Context: an optimization exercise on an open-source flow, tuned for small area, a short achievable clock period and few clock cycles per item. The choices shown serve that exercise and are no tape-out recipe.
Only simulation tests tie the RTL to the original design; equivalence was not proved.
Power is estimated from default activity; no workload was simulated.

### flow/run.sh
#!/bin/bash
# synth_recipe.tcl (not shown) runs the flow's synth.tcl, then flattens the netlist and writes it again
# the make line also repeats each setting of config.mk as NAME=value (left out here)
make -C /OpenROAD-flow-scripts/flow DESIGN_CONFIG=/design/flow/config.mk WORK_HOME=/design/flow/orfs CLKGATE_MAP_FILE= SYNTH_SCRIPT=/design/flow/synth_recipe.tcl finish
### flow/config.mk
export PLATFORM = sky130hd
export DESIGN_NAME = cpu_top
export DESIGN_NICKNAME = cpu_top
export VERILOG_FILES = /design/flow/design.v
export SDC_FILE = /design/flow/constraint.sdc
export NUM_CORES = 4
export LEC_CHECK = 0
export CAP_MARGIN = 20
export CORE_MARGIN = 2
export CORE_UTILIZATION = 40
export SLEW_MARGIN = 20
### flow/constraint.sdc
create_clock -name core_clock -period 10.0 [get_ports {clk}]
set_input_delay 2.0000 -clock core_clock [delete_from_list [all_inputs] [get_ports {clk}]]
set_output_delay 2.0000 -clock core_clock [all_outputs]
set_load 0.01 [all_outputs]
### flow/design.v
package cpu_pkg;
   typedef logic [31:0] word_t;
   typedef logic [4:0]  reg_idx_t;
   typedef struct packed {
      word_t addr;
      word_t wdata;
      logic  we;
   } mem_req_t;
   typedef struct packed {
      logic     valid;
      word_t    pc;
      reg_idx_t rd;
      word_t    wdata;
   } retire_t;
endpackage
module alu
(
   input  logic [31:0] a_i,
   input  logic [31:0] b_i,
   input  logic        sub_i,      
   input  logic        uns_i,      
   input  logic        sh_right_i,
   input  logic        sh_arith_i,
   input  logic [2:0]  sel_i,      
   output logic [31:0] sum_o,
   output logic        lt_o,
   output logic        eq_o,
   output logic [31:0] res_o
);
   logic [32:0] s;
   logic [31:0] bx;
   logic [31:0] sh_in;
   logic [32:0] sh_ext;
   logic [31:0] sh_out;
   logic [31:0] sh_res;
   assign bx    = sub_i ? ~b_i : b_i;
   assign s     = {1'b0, a_i} + {1'b0, bx} + {32'd0, sub_i};
   assign sum_o = s[31:0];
   assign eq_o  = (a_i == b_i);
   assign lt_o  = uns_i ? ~s[32] : ((a_i[31] ^ b_i[31]) ? a_i[31] : s[31]);
   always_comb begin
      for (int i = 0; i < 32; i++) sh_in[i] = sh_right_i ? a_i[i] : a_i[31 - i];
   end
   assign sh_ext = {sh_arith_i & a_i[31], sh_in};
   assign sh_out = 32'($signed(sh_ext) >>> b_i[4:0]);
   always_comb begin
      for (int i = 0; i < 32; i++) sh_res[i] = sh_right_i ? sh_out[i] : sh_out[31 - i];
   end
   always_comb begin
      case (sel_i)
         3'd0:    res_o = s[31:0];
         3'd1:    res_o = {31'd0, lt_o};
         3'd2:    res_o = a_i ^ b_i;
         3'd3:    res_o = a_i | b_i;
         3'd4:    res_o = a_i & b_i;
         default: res_o = sh_res;
      endcase
   end
endmodule
module reg_file
(
   input  logic        clk,
   input  logic [4:0]  rs1_i,
   input  logic [4:0]  rs2_i,
   input  logic        we_i,
   input  logic [4:0]  rd_i,
   input  logic [31:0] wdata_i,
   output logic [31:0] rdata1_o,
   output logic [31:0] rdata2_o
);
   logic [31:0] regs [1:31];
   always_ff @(posedge clk) begin
      for (int i = 1; i < 32; i++) begin
         if (we_i && rd_i == 5'(i)) regs[i] <= wdata_i;
      end
   end
   always_comb begin
      rdata1_o = '0;
      rdata2_o = '0;
      for (int i = 1; i < 32; i++) begin
         if (rs1_i == 5'(i)) rdata1_o = regs[i];
         if (rs2_i == 5'(i)) rdata2_o = regs[i];
      end
   end
endmodule
module cpu_top
(
   input  logic     clk,
   input  logic     reset,
   input  cpu_pkg::word_t    rdata_i,
   output cpu_pkg::mem_req_t mem_o,
   output cpu_pkg::retire_t  retire_o
);
   logic [31:0] pc_f;
   logic        e_v;         
   logic [31:0] e_pc;
   logic [4:0]  e_rd;        
   logic [31:0] a_q, b_q, t_q;
   logic        fa, fb, fs;  
   logic        e_sub, e_uns, e_shr, e_sha;
   logic [2:0]  e_sel;
   logic        e_br, e_jalr, e_lw, e_sw, e_pred;
   logic [2:0]  e_f3;
   logic        m_act;       
   logic        m_we;
   logic [31:0] addr_q;
   logic        w_v;
   logic [31:0] w_pc;
   logic [4:0]  w_rd;
   logic [31:0] res_q;
   logic [31:0] ins;
   logic [4:0]  op;
   logic [2:0]  f3;
   logic        is_lui, is_auipc, is_jal, is_jalr, is_br, is_lw, is_sw, is_opi, is_op;
   logic        wr;
   logic [31:0] imm_i, imm_s, imm_b, imm_u, imm_j;
   logic [31:0] rf1, rf2;
   logic [31:0] pc4_f, tsum;
   logic        pred;
   logic        rf_we;
   logic [4:0]  rf_wa;
   logic [31:0] rf_wd;
   assign ins = rdata_i;
   assign op  = ins[6:2];
   assign f3  = ins[14:12];
   assign is_jal   = op[1];
   assign is_jalr  = op[4] & op[0] & ~op[1];
   assign is_br    = op[4] & ~op[0];
   assign is_lui   = op[2] & op[0] & op[3];
   assign is_auipc = op[2] & op[0] & ~op[3];
   assign is_lw    = ~op[4] & ~op[3] & ~op[2];
   assign is_sw    = ~op[4] & op[3] & ~op[2];
   assign is_opi   = op[2] & ~op[0] & ~op[3];
   assign is_op    = op[2] & ~op[0] & op[3];
   assign wr       = ~(op[3] & ~op[2] & ~op[0]) & (ins[11:7] != 5'd0);
   assign imm_i = {{20{ins[31]}}, ins[31:20]};
   assign imm_s = {{20{ins[31]}}, ins[31:25], ins[11:7]};
   assign imm_b = {{19{ins[31]}}, ins[31], ins[7], ins[30:25], ins[11:8], 1'b0};
   assign imm_u = {ins[31:12], 12'd0};
   assign imm_j = {{11{ins[31]}}, ins[31], ins[19:12], ins[20], ins[30:21], 1'b0};
   reg_file i_reg_file (
      .clk      (clk),
      .rs1_i    (ins[19:15]),
      .rs2_i    (ins[24:20]),
      .we_i     (rf_we),
      .rd_i     (rf_wa),
      .wdata_i  (rf_wd),
      .rdata1_o (rf1),
      .rdata2_o (rf2)
   );
   assign pc4_f = pc_f + 32'd4;
   assign tsum  = pc_f + (is_jal ? imm_j : imm_b);
   assign pred  = is_jal | (is_br & ins[31]);
   logic [31:0] opa, opb, sdata;
   logic [31:0] sum, alu_res, e_res;
   logic        lt, eq, taken, redir;
   logic [31:0] rtarget;
   logic        e_go;
   assign e_go  = e_v & ~m_act;
   assign opa   = fa ? res_q : a_q;
   assign opb   = fb ? res_q : b_q;
   assign sdata = fs ? res_q : t_q;
   alu i_alu (
      .a_i        (opa),
      .b_i        (opb),
      .sub_i      (e_sub),
      .uns_i      (e_uns),
      .sh_right_i (e_shr),
      .sh_arith_i (e_sha),
      .sel_i      (e_sel),
      .sum_o      (sum),
      .lt_o       (lt),
      .eq_o       (eq),
      .res_o      (alu_res)
   );
   assign taken   = e_f3[2] ? (lt ^ e_f3[0]) : (eq ^ e_f3[0]);
   assign redir   = e_go & (e_jalr | (e_br & (taken ^ e_pred)));
   assign rtarget = e_jalr ? {sum[31:1], 1'b0} : t_q;
   assign e_res   = e_jalr ? t_q : alu_res;
   assign rf_we = m_act ? (~m_we & (w_rd != 5'd0)) : (e_go & ~e_lw & ~e_sw & (e_rd != 5'd0));
   assign rf_wa = m_act ? w_rd : e_rd;
   assign rf_wd = m_act ? rdata_i : e_res;
   always_ff @(posedge clk) begin
      if (!reset) begin
         pc_f  <= 32'h0000_0000;
         e_v   <= 1'b0;
         m_act <= 1'b0;
         m_we  <= 1'b0;
         w_v   <= 1'b0;
      end else begin
         if (m_act) begin
            m_act <= 1'b0;
            m_we  <= 1'b0;
            w_v   <= 1'b1;
         end else begin
            if (redir)     pc_f <= rtarget;
            else if (pred) pc_f <= tsum;
            else           pc_f <= pc4_f;
            e_v   <= ~redir;
            m_act <= e_v & (e_lw | e_sw);
            m_we  <= e_v & e_sw;
            w_v   <= e_v & ~e_lw & ~e_sw;
         end
      end
   end
   always_ff @(posedge clk) begin
      if (m_act) begin
         if (!m_we) res_q <= rdata_i;
      end else begin
         e_pc   <= pc_f;
         e_rd   <= wr ? ins[11:7] : 5'd0;
         a_q    <= is_auipc ? pc_f : (is_lui | is_jal) ? 32'd0 : rf1;
         b_q    <= (is_op | is_br) ? rf2 : is_jal ? pc4_f : (is_lui | is_auipc) ? imm_u : is_sw ? imm_s : imm_i;
         t_q    <= is_sw ? rf2 : (is_jalr | pred) ? pc4_f : tsum;
         fa     <= ~is_lui & ~is_auipc & ~is_jal & (ins[19:15] == e_rd) & (e_rd != 5'd0) & e_v;
         fb     <= (is_op | is_br) & (ins[24:20] == e_rd) & (e_rd != 5'd0) & e_v;
         fs     <= is_sw & (ins[24:20] == e_rd) & (e_rd != 5'd0) & e_v;
         e_sub  <= is_br | ((is_op | is_opi) & (f3 == 3'b010 || f3 == 3'b011)) | (is_op & f3 == 3'b000 & ins[30]);
         e_uns  <= is_br ? f3[1] : f3[0];
         e_shr  <= f3[2];
         e_sha  <= ins[30];
         e_sel  <= (is_op | is_opi) ? (f3 == 3'b010 || f3 == 3'b011) ? 3'd1 :
                                      (f3 == 3'b100) ? 3'd2 :
                                      (f3 == 3'b110) ? 3'd3 :
                                      (f3 == 3'b111) ? 3'd4 :
                                      (f3 == 3'b000) ? 3'd0 : 3'd5
                                    : 3'd0;
         e_br   <= is_br;
         e_jalr <= is_jalr;
         e_lw   <= is_lw;
         e_sw   <= is_sw;
         e_pred <= pred;
         e_f3   <= f3;
         if (e_v) begin
            res_q  <= e_sw ? sdata : e_res;
            addr_q <= sum;
            w_pc   <= e_pc;
            w_rd   <= e_rd;
         end
      end
   end
   assign mem_o.addr  = m_act ? addr_q : pc_f;
   assign mem_o.wdata = res_q;
   assign mem_o.we    = m_we;
   assign retire_o.valid = w_v;
   assign retire_o.pc    = w_pc;
   assign retire_o.rd    = w_rd;
   assign retire_o.wdata = (w_rd != 5'd0) ? res_q : 32'd0;
endmodule
==> summary.md, run 1 <==
| Metric | Value |
|---|---|
| Post-CTS Setup Repair Bufs | `0` |
| Syn Inst Count | `5686` |
| Logic gate share of total power | `a little over 30%` |
| Area grow syn2layout | `15.8%` |
| CP endpoint kind | `flop` |
| Max Clock Skew | `55.8 ps` |
| Worst slack at placement | `3050 ps` |
| Synth Net Count | `a little under 6k` |
| Via/cell ratio | `7.22` |
| Root cell of the clock tree | `clkbuf_16` |
| VDD IR-drop max | `roughly 0.00018 V` |
| Initial DRC count | `11.7k` |
| # rows | `~150` |
| Top-area cell type share of the netlist area | `a little under three fifths` |
| DRC errors left | `0` |
| Worst Path Max Fanout | `21` |
| Final #Nets | `6023` |
| Number of global-route vias before repair | `54.1k` |
| Routed len/inst | `between 40 and 50 µm` |
| Final worst-path cycle share | `roughly two thirds` |
| Hpwl dp | `242 mm` |
| Final Max Slew Viols | `0` |
| Final wirelength | `346 mm` |
| Sequential power share | `40.6%` |
| Hold WC Path Type | `reg -> reg` |
| Total GRT Usage | `40.1%` |
| Post-CTS Resized | `0` |
| Post-synth EDFFs | `between 1k and 1.5k` |
| Cell count after placement | `7903` |
| Max frequency | `153 MHz` |
| Final Hold Viols | `0` |
| # IOs | `169` |
| Reg clk slew, reported paths | `approximately 60 ps` |
| Most frequent cells after synthesis | `1242 x edfxtp_1, 467 x nand2_1, 424 x nor2_1` |
| Worst hold slack | `403 ps` |
| Sw Pwr | `6890 µW` |
| I/O Buffers | `168` |
| Synth area leaders | `edfxtp_1 56%, a22oi_1 4.7%, nand2_1 2.7%` |
| Fin cells | `8172` |
| RSZ-0062 raised after global routing | `false` |
| Cell taking the most area after synthesis | `edfxtp_1` |
| Slew @ Worst Pin | `1300 ps` |
| First-pass GRT wire length | `467 mm` |
| Net Sw Frac | `36.9%` |
| Routability Congestion | `1.05` |
| Grt ovf | `0` |
| H-Tree Depth | `4` |
| ANT nets after route | `0` |
| Clk pwr share | `roughly 29%` |
| Mapped cell area | `about 0.066 mm²` |
| Die Width | `410 µm` |
| Crit path kind | `in -> reg` |
| Die height | `410 µm` |
| Register bit total from synthesis | `between 1k and 1.5k` |
| Initial antenna violation count | `21` |
| Clock tree sinks | `1278` |
| Die ar. | `around 0.17 mm²` |
| Clk Latency, worst-skew pair | `830 ps` |
| Ys async rst share | `0%` |
| Leakage | `0.0257 µW` |
| Share of layout cells above drive strength 1 | `approximately an eighth` |
| Drt pass-1 iters | `9` |
| Req. time, crit path | `about 11000 ps` |
| Initial core utilization | `40.2%` |
| Seq/Total Area, Yosys | `between 50% and 60%` |
| Arrival time worst endpoint | `7080 ps` |
| Syn Area/Cell | `11.6 µm²` |
| Setup violations, final | `0` |
| Core area | `0.164 mm²` |
| Fin crit period | `6540 ps` |
| Status | `complete, no violations` |
| Ys flop type | `edfxtp_1` |
| # hold bufs at CTS | `0` |
| Max-slew headroom at the worst pin | `a little over an eighth` |
| Largest net degree at the start of global routing | `78` |
| Setup ws final | `3460 ps` |
| Max_cap viols | `0` |
| Yosys warnings | `4` |
| Internal | `11800 µW` |
| Via count | `between 50k and 60k` |
| TritonCTS Buffers | `about 140` |
| Count leader, synth | `edfxtp_1` |
| CTS tree | `done` |
| Pwr dens | `~240 mW/mm²` |
| Netlist cell types | `between 80 and 90` |
| Critical path startpoint category | `input port` |
| Clock Tree Buf Depth | `3` |
| TNS Setup | `0 ps` |
## power groups by stage
stage	Clock [µW]	Sequential [µW]	Combinational, µW
2_1_floorplan	0	7450	2670
3_3_place_gp	0	7670	5400
3_5_place_dp	0	7670	5430
4_1_cts	5350	7560	5450
5_1_grt	5560	7580	5880
6_report	5350	7590	5740
## through the flow
stage	area, µm²	util [%]	power (µW)
floorplan	66000	-	10100
global placement	71700	43.6	13100
detailed placement	71700	43.6	13100
CTS	76400	46.5	18400
global route	76400	46.5	19000
finish	76500	46.5	18700
## per-layer routing
metal / GRT usage (%) / wire length (µm) / vias to the layer above
met1: 50.9 / 123000 / 29000
met2: 57.9 / 144000 / 5682
li1: - / - / 23100
met3: 13.2 / 48700 / 1272
met4: 27.0 / 29900 / 12
met5: 0 / 71 / -
## worst max-delay path, cell delays in order
cell and delay, ps:
clkdlybuf4s50_1 1100, nand2b_1 830, nor2_4 220, buf_4 410
a22oi_1 350, nand3_1 120, a221oi_1 580, nand4_1 190
o22ai_1 490, a41oi_1 240, a221oi_1 410, o21ai_0 130
## sequential cells by signal, indices dropped and copies added (netlist names), 32 cells and up
signal,count
a_q,32
addr_q,32
b_q,32
e_pc,32
i_reg_file.regs,992
pc_f,32
res_q,32
t_q,32
w_pc,32
## final timing paths
path,slack [ps],from,cells past startpoint,end
min,400,e_pc[4]$_DFFE_PN_,0,w_pc[4]$_DFFE_PP_
max,3460,rdata_i[19],12,a_q[25]$_DFFE_PN_
max reg2reg,3560,fa$_DFFE_PN_,14,pc_f[20]$_SDFFE_PN0N_
min reg2reg,400,e_pc[4]$_DFFE_PN_,0,w_pc[4]$_DFFE_PP_
## cell families after synthesis
family                     share of synthesized area, %
buffers and inverters                              3.07
AOI/OAI and AO/OA                                  20.7
xor gates and xnor gates                           1.59
muxes                                              4.69
DFF                                                57.6
and+or+nand+nor                                    9.93
adders and majority gates                          2.45
## layout by cell type, fill, tap and decap left out, types with 23 or more instances in the layout
master and count:
clkbuf_1 29, mux2i_1 150, a31oi_1 74, o21ai_0 296, nand2_1 465, and3_1 44, clkinv_2 27, mux4_2 33
nor2_2 27, o22ai_1 123, buf_4 258, o21a_1 29, xor2_1 35, xnor2_1 83, clkinv_1 31, ha_1 126
a21o_1 42, edfxtp_1 1242, nand4_1 86, inv_1 111, a222oi_1 54, o221ai_1 41, a22o_1 57, nor2_1 333
nor3_1 74, nor2_4 64, a221oi_1 119, o211ai_1 68, nand3_1 136, clkdlybuf4s50_1 161, a22oi_1 414, nor2b_1 59
dfxtp_1 35, o31ai_1 23, mux2_2 53, a211oi_1 89, clkbuf_16 144, a21oi_1 298
## layout make-up
| cell class | count | area (µm²) |
|---|---|---|
| clock buffer | 173 | 3710 |
| inverter | 117 | 449 |
| tap | 2189 | 2740 |
| antenna | 8 | 20.0 |
| clock inverter | 85 | 928 |
| sequential | 1278 | 38000 |
| timing repair buffer | 430 | 3620 |
| multi-input combinational | 3892 | 27000 |
| fill | 14900 | 88000 |
Testbench counts, summed over its fixed seeds: cycles 26,962, instrs 21,612.
==> inputs of run 2 (changes only) <==
--- a/flow/config.mk
+++ b/flow/config.mk
@@ -9,3 +9,5 @@
 export CORE_MARGIN = 2
 export CORE_UTILIZATION = 40
+export SETUP_SLACK_MARGIN = 5
 export SLEW_MARGIN = 20
+export TNS_END_PERCENT = 100
==> run 2 against run 1 <==
  * Still clean
  * Routed wire length is 4.5% higher
  * Combinational power rose by 6.6%
  * Final cell count increased by 0.80%
  * Clock skew rose by 2.2 ps
  * Hold slack improved by 9.6 ps
  * Via count rose by 2.6%
  * Non-clock buffer count rose by 59
  * Critical path depth increased by 1
  * Utilization up 1.4 points
  * Flip-flop and latch count stayed put
  * Global-route usage up 1.4 points
  * Critical path type unchanged
  * Critical endpoint is now t_q[25]$_DFFE_PN_
==> summary.md, run 2 <==
| Metric | Value |
|---|---|
| R2r setup slk | `4860 ps (+1300 ps)` |
| Netlist cell types | `89 (unchanged)` |
| Count leader, synth | `edfxtp_1` |
| RSZ-0062 raised after global routing | `true` |
| Via/cell ratio | `7.35 (+1.8%)` |
| Internal | `12000 µW (+1.3%)` |
| Final #Nets | `6088 (+1.1%)` |
| Total power | `19000 µW (+1.8%)` |
| VDD IR-drop max | `0.000194 V (+5.7%)` |
| Reg clk slew, reported paths | `60 ps (about the same)` |
| Clock tree sinks | `1278 (unchanged)` |
| Fin util | `47.9% (+1.4 points)` |
| Status | `complete, no violations` |
| Drt pass-1 iters | `9 (unchanged)` |
| Yosys warnings | `4 (unchanged)` |
| Worst slack at placement | `3150 ps (+91.9 ps)` |
| Leakage | `0.0266 µW (+3.3%)` |
| Final worst-path cycle share | `52.0% (-13 points)` |
| Syn Inst Count | `5686 (unchanged)` |
| Setup ws final | `4800 ps (+1340 ps)` |
| First-pass GRT wire length | `479 mm (+2.6%)` |
| Final Hold Viols | `0 (unchanged)` |
| Number of global-route vias before repair | `55.0k (+1.7%)` |
| Commonest non-fill, non-tap cell in the layout | `edfxtp_1` |
| Max Clock Skew | `58.0 ps (+2.19 ps)` |
| Logic gate share of total power | `32.2% (+1.5 points)` |
| Area of the multi-input gates | `0.0284 mm² (+5.4%)` |
| Biggest register | `i_reg_file.regs` |
| Most frequent cells in the layout | `1242 x edfxtp_1, 453 x nand2_1, 414 x a22oi_1, 323 x nor2_1, 287 x a21oi_1` |
| Initial DRC count | `12.1k (+3.6%)` |
| H-Tree Depth | `4 (unchanged)` |
| Synth Net Count | `5848 (unchanged)` |
| Cell taking the most area after synthesis | `edfxtp_1` |
| Mapped cell area | `0.0660 mm² (unchanged)` |
| Fin crit period | `5200 ps (-1340 ps)` |
| Area grow syn2layout | `19.4%` |
| Hold path cells | `0 (unchanged)` |
| Critical path startpoint category | `input port` |
| DRC errors left | `0 (unchanged)` |
| Post-synth EDFFs | `1242 (unchanged)` |
| Net Sw Frac | `37.1% (+0.26 points)` |
| R2r endpoint | `i_reg_file.regs[2][2]$_DFFE_PP_` |
| Clk Latency, worst-skew pair | `820 ps (about the same)` |
| Share of layout cells above drive strength 1 | `16.6% (+4.0 points)` |
| Req. time, crit path | `10640 ps (+100 ps)` |
| I/O Buffers | `168 (unchanged)` |
| TNS Setup | `0 ps (unchanged)` |
| Clock Tree Buf Depth | `3 (unchanged)` |
| Fill count | `14.7k (-1.4%)` |
| Crit path kind | `in -> reg` |
| Seq/Total Area, Yosys | `57.6% (unchanged)` |
| FF/Latch Area | `0.0380 mm² (unchanged)` |
| # rows | `149 (unchanged)` |
| Hold Startpoint | `e_pc[29]$_DFFE_PN_` |
| Most frequent cells after synthesis | `1242 x edfxtp_1, 467 x nand2_1, 424 x nor2_1` |
| TritonCTS Buffers | `140 (-1.4%)` |
| Worst hold path endpoint | `w_pc[29]$_DFFE_PP_` |
| Cells along the critical path | `buf_4 -> buf_4 -> nand2b_1 -> buf_4 -> nor2_2 -> buf_4 -> a222oi_1 -> nor3b_1 -> nor3_1 -> o221ai_1 -> a31oi_1 -> nor2_1 -> a21oi_1` |
| Final wirelength | `362 mm (+4.5%)` |
| Worst Path Max Fanout | `23 (+9.5%)` |
| Core area | `0.164 mm² (unchanged)` |
| CP dominant cell by count | `buf_4` |
| Root cell of the clock tree | `clkbuf_16` |
| Top-area cell type share of the netlist area | `56.5% (unchanged)` |
| Syn Area/Cell | `11.6 µm² (unchanged)` |
| Hold WC Path Type | `reg -> reg` |
| Die ar. | `0.168 mm² (unchanged)` |
| Ys flop type | `edfxtp_1` |
| CP endpoint kind | `flop` |
| Buf/Inv on CP | `4 (+2)` |
| Synth area leaders | `edfxtp_1 56%, a22oi_1 4.7%, nand2_1 2.7%` |
| Max incr delay on CP | `600 ps (-500 ps)` |
| CTS tree | `done` |
| ANT nets after route | `0 (unchanged)` |
| Max frequency | `192 MHz (+26%)` |
| Hpwl dp | `239 mm (-0.98%)` |
| Max_cap viols | `0 (unchanged)` |
| Total GRT Usage | `41.5% (+1.4 points)` |
| Ys async rst share | `0% (unchanged)` |
| RR Startpoint | `res_q[31]$_DFFE_PP_` |
| Initial antenna violation count | `19 (-9.5%)` |
| Slew @ Worst Pin | `1220 ps (-76.9 ps)` |
| Routed len/inst | `43.9 µm (+3.7%)` |
| Final Cell Area | `0.0788 mm² (+3.1%)` |
| Routability Congestion | `1.05 (+0.30%)` |
| Clk pwr share | `27.5% (-1.1 points)` |
| Setup violations, final | `0 (unchanged)` |
| Slowest cell on the critical path | `a31oi_1` |
| Largest net degree at the start of global routing | `66 (-15%)` |
| Max-slew headroom at the worst pin | `18.7% (+5.1 points)` |
| Dpl cell area | `0.0717 mm² (about the same)` |
| Worst reg2reg path depth | `12 (-2)` |
| Grt ovf | `0 (unchanged)` |
| Die Width | `410 µm (unchanged)` |
| Die height | `410 µm (unchanged)` |
| Register bit total from synthesis | `1278 (unchanged)` |
| Max reg flops | `992 (unchanged)` |
| Sequential power share | `40.3% (-0.3 points)` |
| Pwr dens | `241 mW/mm² (-1.3%)` |
| Arrival time worst endpoint | `5840 ps (-1240 ps)` |
| Sw Pwr | `7070 µW (+2.5%)` |
| Via count | `60.5k (+2.6%)` |
| Final Max Slew Viols | `0 (unchanged)` |
| Cell family with most CP delay | `buffers and inverters` |
| # IOs | `169 (unchanged)` |
| Initial core utilization | `40.2% (unchanged)` |
## run 2: how the worst max path moves through the flow
stage / start / depth (start not counted) / endpoint
after floorplan: rdata_i[21] / 19 / pc_f[31]$_SDFFE_PN0N_
after global placement: rdata_i[22] / 13 / b_q[27]$_DFFE_PN_
after detailed placement: rdata_i[21] / 13 / b_q[9]$_DFFE_PN_
after CTS: fa$_DFFE_PN_ / 14 / pc_f[7]$_SDFFE_PN0N_
after global routing: fa$_DFFE_PN_ / 17 / i_reg_file.regs[25][15]$_DFFE_PP_
final: rdata_i[24] / 13 / t_q[25]$_DFFE_PN_
## run 2: logic make-up (layout without fill, tap and decap cells)
| logic type | count (synthesis) | count (layout) | share of synthesized area [%] |
|---|---|---|---|
| AOI/OAI and AO/OA | 1966 | 1970 | 20.7 |
| and+or+nand+nor | 1429 | 1433 | 9.93 |
| DFF | 1278 | 1278 | 57.6 |
| buffers and inverters | 516 | 857 | 3.07 |
| muxes | 249 | 249 | 4.69 |
| adders and majority gates | 128 | 128 | 2.45 |
| xor gates and xnor gates | 120 | 120 | 1.59 |
| other | 0 | 13 | 0 |
## run 2: layout make-up
class | instances | share of cell area (%)
antenna | 13 | 0.0413
clock buffer | 172 | 4.73
clock inverter | 79 | 1.00
inverter | 117 | 0.587
multi-input combinational | 3900 | 36.1
sequential | 1278 | 48.2
tap | 2189 | 3.47
timing repair buffer | 489 | 5.87
## run 2: layer usage
| layer | track usage (%) | part of all wire (%) |
|---|---|---|
| met2 | 59.0 | 41 |
| met5 | 0.747 | 0.073 |
| met4 | 31.8 | 9.9 |
| met3 | 15.0 | 15 |
| met1 | 51.1 | 34 |
## run 2: through the flow
step / instances / hold slack [ps]
2_1_floorplan: 5686 / 400
5_1_grt: 8226 / 423
3_5_place_dp: 7893 / 405
3_3_place_gp: 7892 / 401
4_1_cts: 8180 / 418
6_report: 8237 / 413
## run 2: power groups by stage
stage | Clock, µW | Combinational (µW) | Sequential, µW
after global placement | 0 | 5300 | 7690
after global routing | 5430 | 6240 | 7640
after floorplan | 0 | 2710 | 7430
final | 5240 | 6120 | 7660
after CTS | 5220 | 5600 | 7610
after detailed placement | 0 | 5320 | 7700
## run 2: what timing repair did
item	in CTS	in global routing
buffers inserted	27	41
setup endpoints to repair	1099	951
resized for setup	204	160
gates cloned	9	3
hold buffers	0	0
pin swaps	20	32
==> inputs of run 3 (changes only) <==
--- a/flow/design.v
+++ b/flow/design.v
@@ -98,4 +98,5 @@
    logic [31:0] a_q, b_q, t_q;
    logic        fa, fb, fs;  
+   logic        ga, gb, gs;  
    logic        e_sub, e_uns, e_shr, e_sha;
    logic [2:0]  e_sel;
@@ -104,9 +105,10 @@
    logic        m_act;       
    logic        m_we;
-   logic [31:0] addr_q;
+   logic [31:0] pa_q;        
    logic        w_v;
    logic [31:0] w_pc;
    logic [4:0]  w_rd;
-   logic [31:0] res_q;
+   logic [31:0] res_q;       
+   logic [31:0] res2_q;      
    logic [31:0] ins;
    logic [4:0]  op;
@@ -158,7 +160,7 @@
    logic        e_go;
    assign e_go  = e_v & ~m_act;
-   assign opa   = fa ? res_q : a_q;
-   assign opb   = fb ? res_q : b_q;
-   assign sdata = fs ? res_q : t_q;
+   assign opa   = fa ? res_q : ga ? res2_q : a_q;
+   assign opb   = fb ? res_q : gb ? res2_q : b_q;
+   assign sdata = fs ? res_q : gs ? res2_q : t_q;
    alu i_alu (
       .a_i        (opa),
@@ -178,10 +180,11 @@
    assign rtarget = e_jalr ? {sum[31:1], 1'b0} : t_q;
    assign e_res   = e_jalr ? t_q : alu_res;
-   assign rf_we = m_act ? (~m_we & (w_rd != 5'd0)) : (e_go & ~e_lw & ~e_sw & (e_rd != 5'd0));
-   assign rf_wa = m_act ? w_rd : e_rd;
-   assign rf_wd = m_act ? rdata_i : e_res;
+   assign rf_we = w_v & (w_rd != 5'd0);
+   assign rf_wa = w_rd;
+   assign rf_wd = res_q;
    always_ff @(posedge clk) begin
       if (!reset) begin
          pc_f  <= 32'h0000_0000;
+         pa_q  <= 32'h0000_0000;
          e_v   <= 1'b0;
          m_act <= 1'b0;
@@ -193,8 +196,13 @@
             m_we  <= 1'b0;
             w_v   <= 1'b1;
+            pa_q  <= pc_f;
          end else begin
             if (redir)     pc_f <= rtarget;
             else if (pred) pc_f <= tsum;
             else           pc_f <= pc4_f;
+            if (e_v & (e_lw | e_sw)) pa_q <= sum;
+            else if (redir)          pa_q <= rtarget;
+            else if (pred)           pa_q <= tsum;
+            else                     pa_q <= pc4_f;
             e_v   <= ~redir;
             m_act <= e_v & (e_lw | e_sw);
@@ -216,4 +224,7 @@
          fb     <= (is_op | is_br) & (ins[24:20] == e_rd) & (e_rd != 5'd0) & e_v;
          fs     <= is_sw & (ins[24:20] == e_rd) & (e_rd != 5'd0) & e_v;
+         ga     <= ~is_lui & ~is_auipc & ~is_jal & (ins[19:15] == w_rd) & (w_rd != 5'd0) & w_v;
+         gb     <= (is_op | is_br) & (ins[24:20] == w_rd) & (w_rd != 5'd0) & w_v;
+         gs     <= is_sw & (ins[24:20] == w_rd) & (w_rd != 5'd0) & w_v;
          e_sub  <= is_br | ((is_op | is_opi) & (f3 == 3'b010 || f3 == 3'b011)) | (is_op & f3 == 3'b000 & ins[30]);
          e_uns  <= is_br ? f3[1] : f3[0];
@@ -232,7 +243,7 @@
          e_pred <= pred;
          e_f3   <= f3;
+         res2_q <= res_q;
          if (e_v) begin
             res_q  <= e_sw ? sdata : e_res;
-            addr_q <= sum;
             w_pc   <= e_pc;
             w_rd   <= e_rd;
@@ -240,5 +251,5 @@
       end
    end
-   assign mem_o.addr  = m_act ? addr_q : pc_f;
+   assign mem_o.addr  = pa_q;
    assign mem_o.wdata = res_q;
    assign mem_o.we    = m_we;
==> run 3 against run 2 <==
  * Design area rose by 3.3%
  * Clock power grew 3%
  * First-iteration DRC count grew 18%
  * Setup slack worse by 67 ps
  * Synthesized cell count increased by 4.7%
  * Via count grew 6.0%
  * Clock-buffer cell count rose by 9
  * Maximum frequency decreased by 1.3%
  * Total power is 21% higher
  * Critical path depth did not move
  * Largest cell class unchanged
==> summary.md, run 3 <==
| Metric | Value |
|---|---|
| Via count | `64.2k (+6.0%)` |
| Fill count | `15.0k (+2.0%)` |
| Syn Area/Cell | `11.4 µm² (-1.7%)` |
| Pwr dens | `282 mW/mm² (+17%)` |
| Worst reg2reg path depth | `15 (+3)` |
| Clk Latency, worst-skew pair | `830 ps (about the same)` |
| Syn Inst Count | `5954 (+4.7%)` |
| Max Clock Skew | `75.1 ps (+17.0 ps)` |
| Netlist cell types | `103 (+16%)` |
| Total power | `23000 µW (+21%)` |
| Die height | `416 µm (+1.4%)` |
| Mapped cell area | `0.0679 mm² (+2.9%)` |
| Initial core utilization | `40.2% (about the same)` |
| Max-slew headroom at the worst pin | `17.5% (-1.2 points)` |
| CP endpoint kind | `flop` |
| # rows | `151 (+1.3%)` |
| RSZ-0062 raised after global routing | `true` |
| # IOs | `169 (unchanged)` |
| Max_cap viols | `0 (unchanged)` |
| Hpwl dp | `258 mm (+7.8%)` |
| Synth Net Count | `6116 (+4.6%)` |
| Drt pass-1 iters | `9 (unchanged)` |
| Critical path startpoint category | `input port` |
| Clk pwr share | `23.4% (-4.1 points)` |
| Area grow syn2layout | `19.9%` |
| Status | `complete, no violations` |
| Cell taking the most area after synthesis | `edfxtp_1` |
| Hold path cells | `0 (unchanged)` |
| Initial DRC count | `14.3k (+18%)` |
| ANT nets after route | `0 (unchanged)` |
| Die Width | `416 µm (+1.4%)` |
| Sequential power share | `35.5% (-4.8 points)` |
| Ys async rst share | `0% (unchanged)` |
| Post-synth EDFFs | `1245 (+0.24%)` |
| Count leader, synth | `edfxtp_1` |
| Net Sw Frac | `41.8% (+4.7 points)` |
| Worst Path Max Fanout | `21 (-8.7%)` |
| Most frequent cells after synthesis | `1245 x edfxtp_1, 492 x nor2_1, 462 x nand2_1` |
| Grt ovf | `0 (unchanged)` |
| DRC errors left | `0 (unchanged)` |
| Max frequency | `190 MHz (-1.3%)` |
| Crit path kind | `in -> reg` |
| Logic gate share of total power | `41.1% (+8.9 points)` |
| Register bit total from synthesis | `1313 (+2.7%)` |
| Core area | `0.169 mm² (+2.8%)` |
| Largest net degree at the start of global routing | `142 (+120%)` |
| Biggest register | `i_reg_file.regs` |
| Max reg flops | `992 (unchanged)` |
| Most frequent cells in the layout | `1245 x edfxtp_1, 445 x nand2_1, 425 x a22oi_1, 395 x nor2_1, 365 x buf_4` |
| Seq/Total Area, Yosys | `57.0% (-0.54 points)` |
| Synth area leaders | `edfxtp_1 55%, a22oi_1 4.7%, a21oi_1 2.9%` |
| Final Max Slew Viols | `0 (unchanged)` |
| Initial antenna violation count | `51 (+32)` |
| Slew @ Worst Pin | `1230 ps (+14.6 ps)` |
| Clock Tree Buf Depth | `3 (unchanged)` |
| Routed len/inst | `44.7 µm (+1.7%)` |
| Setup violations, final | `0 (unchanged)` |
| Sw Pwr | `9620 µW (+36%)` |
| TritonCTS Buffers | `146 (+4.3%)` |
| Reg clk slew, reported paths | `60 ps (about the same)` |
| First-pass GRT wire length | `508 mm (+6.0%)` |
| Leakage | `0.0281 µW (+5.7%)` |
| TNS Setup | `0 ps (unchanged)` |
| Total GRT Usage | `42.8% (+1.3 points)` |
| Via/cell ratio | `7.42 (+0.94%)` |
| Final wirelength | `386 mm (+6.8%)` |
| Top-area cell type share of the netlist area | `55.0% (-1.5 points)` |
| Fin crit period | `5270 ps (+66.9 ps)` |
| Share of layout cells above drive strength 1 | `17.2% (+0.58 points)` |
| Yosys warnings | `4 (unchanged)` |
| Hold WC Path Type | `reg -> reg` |
| Clock tree sinks | `1313 (+2.7%)` |
| VDD IR-drop max | `0.000198 V (+1.8%)` |
| CTS tree | `done` |
| R2r setup slk | `4900 ps (+40 ps)` |
| Commonest non-fill, non-tap cell in the layout | `edfxtp_1` |
| Arrival time worst endpoint | `5870 ps (+30 ps)` |
| Final Hold Viols | `0 (unchanged)` |
| Final worst-path cycle share | `52.7% (+0.67 points)` |
| Number of global-route vias before repair | `58.4k (+6.3%)` |
| Root cell of the clock tree | `clkbuf_16` |
| # hold bufs at CTS | `0 (unchanged)` |
| H-Tree Depth | `4 (unchanged)` |
| Ys flop type | `edfxtp_1` |
| Die ar. | `0.173 mm² (+2.9%)` |
| Routability Congestion | `1.09 (+4.0%)` |
| Req. time, crit path | `10600 ps (-40 ps)` |
| I/O Buffers | `168 (unchanged)` |
| Internal | `13400 µW (+12%)` |
| Final #Nets | `6452 (+6.0%)` |
-- run 3: routing by layer --
metal | share of wire (%) | up-vias | wire length, µm | GRT usage [%]
met2 | 39 | 6930 | 152000 | 58.6
met1 | 34 | 31100 | 133000 | 53.9
met4 | 9.4 | 34 | 36300 | 30.6
met3 | 17 | 1833 | 65000 | 18.1
li1 | - | 24300 | - | -
met5 | 0.062 | - | 240 | 0
-- run 3: worst max-delay path: stages --
cell and delay (ps):
buf_4 280, buf_6 280, or3b_2 550, nor2_2 180, buf_12 290, nor2_2 210
nand2_2 290, a211oi_1 110, o41ai_2 490, a21oi_2 220, o31ai_2 320, o221ai_2 250
o21ai_2 340
-- run 3: per-stage QoR --
step	cells	setup WS (ps)	area [µm²]	hold slack, ps	utilization, %
after floorplan	5954	4940	68200	400	-
after global placement	8204	2920	73600	403	43.5
after detailed placement	8206	2930	73600	405	43.5
after CTS	8529	4860	79800	418	47.2
after global routing	8624	4870	81400	423	48.1
final	8651	4730	81500	416	48.2
-- run 3: logic make-up (layout without fill, tap and decap cells) --
family | after synthesis | in the layout | share of synthesized area (%)
AOI/OAI and AO/OA | 2025 | 2026 | 20.5
and+or+nand+nor | 1567 | 1569 | 10.7
DFF | 1313 | 1313 | 57.0
buffers and inverters | 521 | 970 | 3.03
muxes | 267 | 267 | 4.67
xor gates and xnor gates | 133 | 133 | 1.71
adders and majority gates | 128 | 128 | 2.38
other | 0 | 27 | 0
-- run 3: power groups by stage --
stage	sequential [µW]	clock (µW)	combinational (µW)
CTS	8060	5360	8600
floorplan	8180	0	3920
finish	8160	5390	9460
global placement	8190	0	8260
detailed placement	8180	0	8240
global route	8120	5570	9590
-- run 3: what timing repair did --
| action | 4_1_cts | 5_1_grt |
|---|---|---|
| gates resized for setup | 218 | 160 |
| endpoints found under the setup margin | 209 | 152 |
| cloned | 6 | 8 |
| buffers inserted | 53 | 87 |
| pin swaps | 26 | 38 |
-- run 3: path summary, 6_finish.rpt --
kind,start,end
hold reg to reg,e_pc[1]$_DFFE_PN_,w_pc[1]$_DFFE_PP_
setup / recovery,rdata_i[23],b_q[5]$_DFFE_PN_
hold / removal,e_pc[1]$_DFFE_PN_,w_pc[1]$_DFFE_PP_
setup reg to reg,ga$_DFFE_PN_,pa_q[16]$_SDFF_PN0_
-- run 3: final cells by class --
| class | instances | area, µm² | share of cell area [%] |
|---|---|---|---|
| timing repair buffer | 596 | 5590 | 6.86 |
| clock inverter | 83 | 766 | 0.940 |
| clock buffer | 181 | 3870 | 4.75 |
| inverter | 109 | 458 | 0.562 |
| multi-input combinational | 4123 | 29200 | 35.8 |
| timing repair inverter | 1 | 5.00 | 0.00614 |
| tap | 2218 | 2780 | 3.41 |
| sequential | 1313 | 38800 | 47.6 |
| antenna | 27 | 67.6 | 0.0829 |
Testbench counts of run 3, summed over its fixed seeds: cycles 26,962, instrs 21,612.

-- afterwards: timing with drivers on the ports --
The flow's constraints put no driver on any port. The routed layouts listed below were extracted and timed again, unchanged, in two steps.
Step 1, drivers: a clkbuf_16 drives clk and a buf_2 each remaining input, both assumed.
Step 2, shift: input delay + t, output delay - t, t = (earliest + latest rising clock arrival at the registers) / 2. This alone moves slack from input paths to output paths.
Slacks: ideal / step 1 / step 2; pairs: ideal / step 1.
run | shift t [ns] | setup slack, ns | hold slack, ns | worst setup path at the end | worst slew at a driven data input, ns
run 1 | 0.879 | 3.456 / 3.514 / 2.635 | 0.403 / 0.403 / 0.403 | input to register | 0.07
run 2 | 0.880 | 4.798 / 4.847 / 3.967 | 0.413 / 0.413 / 0.413 | input to register | 0.09
run 3 | 0.887 | 4.731 / 4.778 / 3.892 | 0.416 / 0.416 / 0.416 | input to register | 0.06
After both steps setup and hold are still met in every run listed. The setup slack of run 3, which loses most, moves by +0.047 ns with the drivers and by -0.839 ns with both steps.
